What follows belongs to an exercise in optimizing a design on an open flow for small area and a short achievable clock period; a production flow would make more cautious choices.
In this exercise RTL edits were held to simulation tests only and were not proved equivalent to the original.
No activity file was given, so power comes from the tool's default toggle rates.

==> flow/design.v <==
module register_rename_unit #(
  parameter int NUM_A_REGS = 32,
  parameter int NUM_P_REGS = 64
) (
  input  logic                          clk_i,
  input  logic                          rst_i,
  input  logic                          en_free_reg0_i,
  input  logic                          en_free_reg1_i,
  input  logic [$clog2(NUM_P_REGS)-1:0] free_reg0_i,
  input  logic [$clog2(NUM_P_REGS)-1:0] free_reg1_i,
  input  logic                          en_new_dest0_i,
  input  logic                          en_new_dest1_i,
  input  logic [$clog2(NUM_A_REGS)-1:0] assign_dest0_i,
  input  logic [$clog2(NUM_A_REGS)-1:0] assign_dest1_i,
  input  logic [$clog2(NUM_A_REGS)-1:0] get_src10_i,
  input  logic [$clog2(NUM_A_REGS)-1:0] get_src11_i,
  input  logic [$clog2(NUM_A_REGS)-1:0] get_src20_i,
  input  logic [$clog2(NUM_A_REGS)-1:0] get_src21_i,
  output logic [$clog2(NUM_P_REGS)-1:0] old_dest0_o,
  output logic [$clog2(NUM_P_REGS)-1:0] old_dest1_o,
  output logic [$clog2(NUM_P_REGS)-1:0] p_dest0_o,
  output logic [$clog2(NUM_P_REGS)-1:0] p_dest1_o,
  output logic [$clog2(NUM_P_REGS)-1:0] p_src10_o,
  output logic [$clog2(NUM_P_REGS)-1:0] p_src11_o,
  output logic [$clog2(NUM_P_REGS)-1:0] p_src20_o,
  output logic [$clog2(NUM_P_REGS)-1:0] p_src21_o,
  output logic                          no_pregs_left_o
);
  localparam int AW = 5;
  localparam int PW = 6;
  logic [PW-1:0] rat_q [1:31];
  logic [PW-1:0] ev_q  [16];      
  logic [PW-1:0] od_q  [16];      
  logic [4:0]    head_q, tail_q;
  logic          first_q;         
  logic [5:0]    count_q;         
  logic          ge1_q, ge2_q;    
  logic [PW-1:0] old_dest0_q, old_dest1_q, p_dest0_q, p_dest1_q;
  logic [PW-1:0] p_src10_q, p_src11_q, p_src20_q, p_src21_q;
  function automatic logic [PW-1:0] rat_rd(input logic [AW-1:0] a);
    rat_rd = '0;
    for (int i = 1; i < 32; i++) begin
      if (a == AW'(i)) rat_rd = rat_q[i];
    end
  endfunction
  logic need0, need1, stall, alloc0, alloc1;
  logic [3:0] ev_ri, od_ri;
  logic [PW-1:0] ev_r, od_r, new0, nxt, new1;
  always_comb begin
    need0  = en_new_dest0_i && (assign_dest0_i != '0);
    need1  = en_new_dest1_i && (assign_dest1_i != '0);
    stall  = (need0 && need1) ? !ge2_q : ((need0 || need1) && !ge1_q);
    alloc0 = need0 && !stall;
    alloc1 = need1 && !stall;
    od_ri = head_q[4:1];
    ev_ri = head_q[4:1] + 4'(head_q[0]);
    ev_r  = (first_q && !(head_q == 5'd31)) ? {1'b1, ev_ri, 1'b0} : ev_q[ev_ri];
    od_r  = first_q ? {1'b1, od_ri, 1'b1} : od_q[od_ri];
    new0  = head_q[0] ? od_r : ev_r;
    nxt   = head_q[0] ? ev_r : od_r;
    new1  = alloc0 ? nxt : new0;
  end
  logic fwd11, fwd21, same01;
  logic [PW-1:0] old_dest0_d, old_dest1_d, p_dest0_d, p_dest1_d;
  logic [PW-1:0] p_src10_d, p_src11_d, p_src20_d, p_src21_d;
  always_comb begin
    fwd11  = alloc0 && (get_src11_i == assign_dest0_i);
    fwd21  = alloc0 && (get_src21_i == assign_dest0_i);
    same01 = alloc0 && (assign_dest1_i == assign_dest0_i);
    p_src10_d   = rat_rd(get_src10_i);
    p_src20_d   = rat_rd(get_src20_i);
    p_src11_d   = fwd11 ? new0 : rat_rd(get_src11_i);
    p_src21_d   = fwd21 ? new0 : rat_rd(get_src21_i);
    p_dest0_d   = alloc0 ? new0 : '0;
    p_dest1_d   = alloc1 ? new1 : '0;
    old_dest0_d = alloc0 ? rat_rd(assign_dest0_i) : '0;
    old_dest1_d = alloc1 ? (same01 ? new0 : rat_rd(assign_dest1_i)) : '0;
  end
  logic acc0, acc1, wa_v, wb_v;
  logic [PW-1:0] wa_d, ev_wd, od_wd;
  logic [3:0] ev_wi, od_wi;
  logic ev_we, od_we;
  logic [5:0] count_d;
  logic [4:0] head_d, tail_d;
  logic [5:0] head_sum;
  always_comb begin
    acc0  = en_free_reg0_i && (free_reg0_i != '0);
    acc1  = en_free_reg1_i && (free_reg1_i != '0);
    wa_v  = acc0 || acc1;
    wb_v  = acc0 && acc1;
    wa_d  = acc0 ? free_reg0_i : free_reg1_i;
    od_wi = tail_q[4:1];
    ev_wi = tail_q[4:1] + 4'(tail_q[0]);
    ev_wd = tail_q[0] ? free_reg1_i : wa_d;
    od_wd = tail_q[0] ? wa_d : free_reg1_i;
    ev_we = tail_q[0] ? wb_v : wa_v;
    od_we = tail_q[0] ? wa_v : wb_v;
    tail_d   = tail_q + 5'(acc0) + 5'(acc1);
    head_sum = {1'b0, head_q} + 6'(alloc0) + 6'(alloc1);
    head_d   = head_sum[4:0];
    count_d  = count_q - 6'(alloc0) - 6'(alloc1) + 6'(acc0) + 6'(acc1);
  end
  always_ff @(posedge clk_i or posedge rst_i) begin
    if (rst_i) begin
      for (int i = 1; i < 32; i++) rat_q[i] <= PW'(i);
    end else begin
      for (int i = 1; i < 32; i++) begin
        if (alloc1 && assign_dest1_i == AW'(i)) rat_q[i] <= new1;
        else if (alloc0 && assign_dest0_i == AW'(i)) rat_q[i] <= new0;
      end
    end
  end
  always_ff @(posedge clk_i) begin
    for (int i = 0; i < 16; i++) begin
      if (ev_we && ev_wi == 4'(i)) ev_q[i] <= ev_wd;
      if (od_we && od_wi == 4'(i)) od_q[i] <= od_wd;
    end
  end
  always_ff @(posedge clk_i or posedge rst_i) begin
    if (rst_i) begin
      head_q  <= '0;
      tail_q  <= '0;
      first_q <= 1'b1;
      count_q <= 6'd32;
      ge1_q   <= 1'b1;
      ge2_q   <= 1'b1;
    end else begin
      head_q  <= head_d;
      tail_q  <= tail_d;
      if (head_sum[5]) first_q <= 1'b0;
      count_q <= count_d;
      ge1_q   <= count_d >= 6'd1;
      ge2_q   <= count_d >= 6'd2;
    end
  end
  always_ff @(posedge clk_i or posedge rst_i) begin
    if (rst_i) begin
      old_dest0_q <= '0;
      old_dest1_q <= '0;
      p_dest0_q   <= '0;
      p_dest1_q   <= '0;
      p_src10_q   <= '0;
      p_src11_q   <= '0;
      p_src20_q   <= '0;
      p_src21_q   <= '0;
    end else begin
      old_dest0_q <= old_dest0_d;
      old_dest1_q <= old_dest1_d;
      p_dest0_q   <= p_dest0_d;
      p_dest1_q   <= p_dest1_d;
      p_src10_q   <= p_src10_d;
      p_src11_q   <= p_src11_d;
      p_src20_q   <= p_src20_d;
      p_src21_q   <= p_src21_d;
    end
  end
  assign old_dest0_o     = old_dest0_q;
  assign old_dest1_o     = old_dest1_q;
  assign p_dest0_o       = p_dest0_q;
  assign p_dest1_o       = p_dest1_q;
  assign p_src10_o       = p_src10_q;
  assign p_src11_o       = p_src11_q;
  assign p_src20_o       = p_src20_q;
  assign p_src21_o       = p_src21_q;
  assign no_pregs_left_o = !ge1_q;
endmodule
==> flow/run.sh <==
#!/bin/bash
# synth_recipe.tcl (not shown) runs the flow's synth.tcl, then flattens the netlist and writes it again
# the make line also repeats each setting of config.mk as NAME=value (left out here)
make -C /OpenROAD-flow-scripts/flow DESIGN_CONFIG=/design/flow/config.mk WORK_HOME=/design/flow/orfs CLKGATE_MAP_FILE= SYNTH_SCRIPT=/design/flow/synth_recipe.tcl finish
==> flow/config.mk <==
export PLATFORM = sky130hd
export DESIGN_NAME = register_rename_unit
export DESIGN_NICKNAME = register_rename_unit
export VERILOG_FILES = /design/flow/design.v
export SDC_FILE = /design/flow/constraint.sdc
export NUM_CORES = 4
export LEC_CHECK = 0
export CAP_MARGIN = 20
export CORE_MARGIN = 2
export CORE_UTILIZATION = 25
export SLEW_MARGIN = 20
==> flow/constraint.sdc <==
create_clock -name core_clock -period 5.5 [get_ports {clk_i}]
set_input_delay 1.1000 -clock core_clock [delete_from_list [all_inputs] [get_ports {clk_i}]]
set_output_delay 1.1000 -clock core_clock [all_outputs]
set_load 0.01 [all_outputs]
==> impl_metrics.tcl <==
set metrics [dict create \
    placed_area_um2 38500 \
    antenna_found_initial 21 \
    drive_above_1_share_pct 14.7 \
    finalMaxSlewViolations 0 \
    initial_utilization_pct 25.1 \
    met3_usage_pct 6.97 \
    fillers 14900 \
    startpoint "head_q[0]$_DFF_PP0_" \
    grt_use_met1_pct 38.0 \
    syn-mean-instance-area_um2 8.34 \
    synth_cell_types 111 \
    dieArea_um2 143000 \
    cp.arrival_ns 5.11 \
    worstMarginPinSlew_ns 1.24 \
    max_cap_violations 0 \
    netlist_area_um2 35000 \
    vdd_ir_drop_max_uv 592 \
    gp_congestion 1.05 \
    internal_power_mw 10.6 \
    power_frac_comb_pct 47.9 \
    worstSkewPairLatency_ns 0.71 \
    area.growth.synth_to_final_pct 15.5 \
    pwr_density_cell_nw_per_um2 598 \
    vias 39800 \
    crit_type "flop to flop" \
    first_iter_violations 7179 \
    grt_pass1_wl_um 293000 \
    register_area_um2 12200 \
    synth-simple-area-share_pct 19.9 \
    relSlewSlack_pct 17.4 \
    synth-compound-area-share_pct 30.0 \
    leakagePower_nw 14.3 \
    die_w_um 378 \
    synth_top_family_by_area "compound AO/OA/AOI/OAI gates" \
    cts_buffers 54 \
    htreeDepth 2 \
    synth_fa_ha_area_share_pct 0.773 \
    clockBufferDepth 3 \
    ys_warn_count 4 \
    top_register "rat_q" \
    hold_violations 0 \
    setup_viol 0 \
    dr.pass1.iters 9 \
    syn-num-nets 4256 \
    use_met2_pct 42.0 \
    routed_wirelength_um 213000 \
    synth_edf_count 192 \
    ys_async_sr_fraction_pct 56.9 \
    overflow 0 \
    clock.fmax_mhz 218 \
    synth_xor_area_share_pct 0.902 \
    crit_fanout 30 \
    seqPwrFrac_pct 36.2 \
    cts-resized-gates 0 \
    pwr-share-clk_pct 15.9 \
    largest_register_ffs 186 \
    syn-instance-count 4191 \
    io_buffer_count 96 \
    cts_hold_buf 0 \
    wl_per_cell_um 34.8 \
    grt.total_usage_pct 28.6 \
    power_switching_mw 13.5 \
    grt_max_degree 152 \
    ys_ff_latch 445 \
    finClkSkew_ns 0.0775 \
    cts_setup_buffers 0 \
    rows 137 \
    vias_per_cell 6.52 \
    power_mw 24.2 \
    rsz0062_at_grt "no" \
    period_needed_ns 4.60 \
    tritoncts "built" \
    reg_top3 "rat_q x186, ev_q x96, od_q x96" \
    cts-root-buf "clkbuf_16" \
    start_kind "flop" \
    hold_class "flop to flop" \
    min_from "tail_q[4]$_DFF_PP0_" \
    fin_setup_tns_ns 0 \
    drc_errors 0 \
    multi_input_area_um2 20800 \
    top_usage_layer "met2" \
    synth_ff_type "edfxtp_1" \
    num_io_pins 97 \
    clock-sinks 445 \
    grt_pass1_vias 36700 \
    die_h_um 378 \
    ant_nets 0 \
    period_share_pct 83.5 \
    synthMuxAreaShare_pct 7.86 \
    outcome "complete, no violations" \
    worst_r2r_startpoint "head_q[0]$_DFF_PP0_" \
    final_design_area_no_fill_um2 40400 \
    core_area_um2 139000 \
    clk_pin_slew_worst_paths_ns 0.07 \
    final_common_cell "nor2_1" \
    mostFrequentLayoutCells "449 x nor2_1, 354 x o21ai_0, 294 x nand2_1, 294 x a21oi_1, 234 x buf_4" \
    whs_ns 0.585 \
    final_nets 4247 \
    critical_path_required_ns 6.01 \
    swShare_pct 56.1 \
    cp-end-kind "flop" \
    ys_seq_area_share_pct 34.9 \
    dpl.hpwl_um 156000 \
]
==> metal layers <==
metal  part of all wire [%]  wire, um  vias up
li1                       -         -    16100
met1                     39     82100    19700
met2                     42     88300     3229
met3                     13     27200      757
met4                    7.1     15100       16
met5                  0.052       110        -
==> stage by stage <==
stage,instances,utilization [%],worst slack [ns]
floorplan,4191,-,0.641
global placement,6001,27.7,0.271
detailed placement,6001,27.7,0.436
CTS,6102,29.0,0.757
global route,6104,29.0,0.678
finish,6107,29.0,0.905
==> critical path, stage by stage (launching register included) <==
cell and delay (ns):
dfrtp_4 0.64, ha_1 0.28, and3_1 0.19, ha_1 0.61, buf_4 0.35, nor2_1 0.17, a31oi_1 0.19, a31oi_1 0.11
a2111oi_2 0.60, o21ai_1 0.14, buf_4 0.28, nand2_1 0.63, o22ai_1 0.18
==> final timing paths <==
| path | end | slack [ns] | cells after the start |
|---|---|---|---|
| min | tail_q[4]$_DFF_PP0_ | 0.59 | 1 |
| max | old_dest1_q[4]$_DFF_PP0_ | 0.90 | 12 |
| min in group asynchronous | rat_q[4][1]$_DFFE_PP0P_ | 0.73 | 2 |
| min reg2reg | tail_q[4]$_DFF_PP0_ | 0.59 | 1 |
| max in group asynchronous | p_src11_q[5]$_DFF_PP0_ | 3.40 | 3 |
| max reg2reg | old_dest1_q[4]$_DFF_PP0_ | 0.90 | 12 |
==> cells in the mapped netlist, types with 74 or more instances <==
cell type	n	area [um2]
nand3_1	135	676
buf_2	83	415
a22oi_1	77	578
mux2_2	78	878
inv_1	82	308
clkbuf_1	240	901
dfstp_2	84	2210
nor2_1	449	1690
a211oi_1	74	556
o21ai_0	355	1780
edfxtp_1	192	5770
a21oi_1	297	1490
dfrtp_1	169	4230
o22ai_1	174	1090
nand2_1	294	1100
mux2i_1	133	1330
nor3_1	115	576
==> layout make-up <==
type                            instances  share of cell area [%]
Multi-Input combinational cell       3255                    51.5
Sequential cell                       445                    30.2
Timing Repair Buffer                  334                    6.92
Tap cell                             1876                    5.81
Clock buffer                           59                    3.44
Clock inverter                         42                    1.19
Inverter                               92                   0.864
Antenna cell                            4                  0.0248
==> power by group through the flow <==
stage                     logic [mW]  registers (mW)  clock network [mW]
after floorplan                 6.57            5.78                   0
after global placement          11.1            8.32                   0
after detailed placement        11.1            8.31                   0
after CTS                       11.1            8.25                3.90
after global routing            12.0            8.44                4.03
final                           11.6            8.75                3.84
==> kinds of logic (layout without fill, tap and decap cells) <==
logic type / Yosys count / in the layout
AOI/OAI and AO/OA: 1573 / 1573
and+or+nand+nor: 1398 / 1398
buffers and inverters: 491 / 527
DFF: 445 / 445
muxes: 235 / 235
xor gates and xnor gates: 30 / 30
adders and majority gates: 19 / 19
other: 0 / 4

## re-timing with driven ports
No port has a modelled driver above. Below, the same layout with a new extraction and two added sets of constraints. Step 1 (the two cells are an assumption about what drives the block):
set clk [get_ports {clk_i}]
set_driving_cell -lib_cell sky130_fd_sc_hd__clkbuf_16 $clk
set_driving_cell -lib_cell sky130_fd_sc_hd__buf_2 [delete_from_list [all_inputs] $clk]
Step 2, shift: input delay + t, output delay - t, t = (earliest + latest rising clock arrival at the registers) / 2. This alone moves slack from input paths to output paths. a / b / c = ideal / step 1 / step 2; a / b = the first two.
shift t [ns]: 0.744
setup slack, ns: 0.905 / 0.905 / 0.352
slew at the worst register clock pin (ns): 0.07 / 0.07
worst slew at a driven data input, ns: 0.15
After both steps setup and hold are still met in this run. For this run, drivers alone change the setup slack by 0.000 ns; drivers and shift together by -0.553 ns.
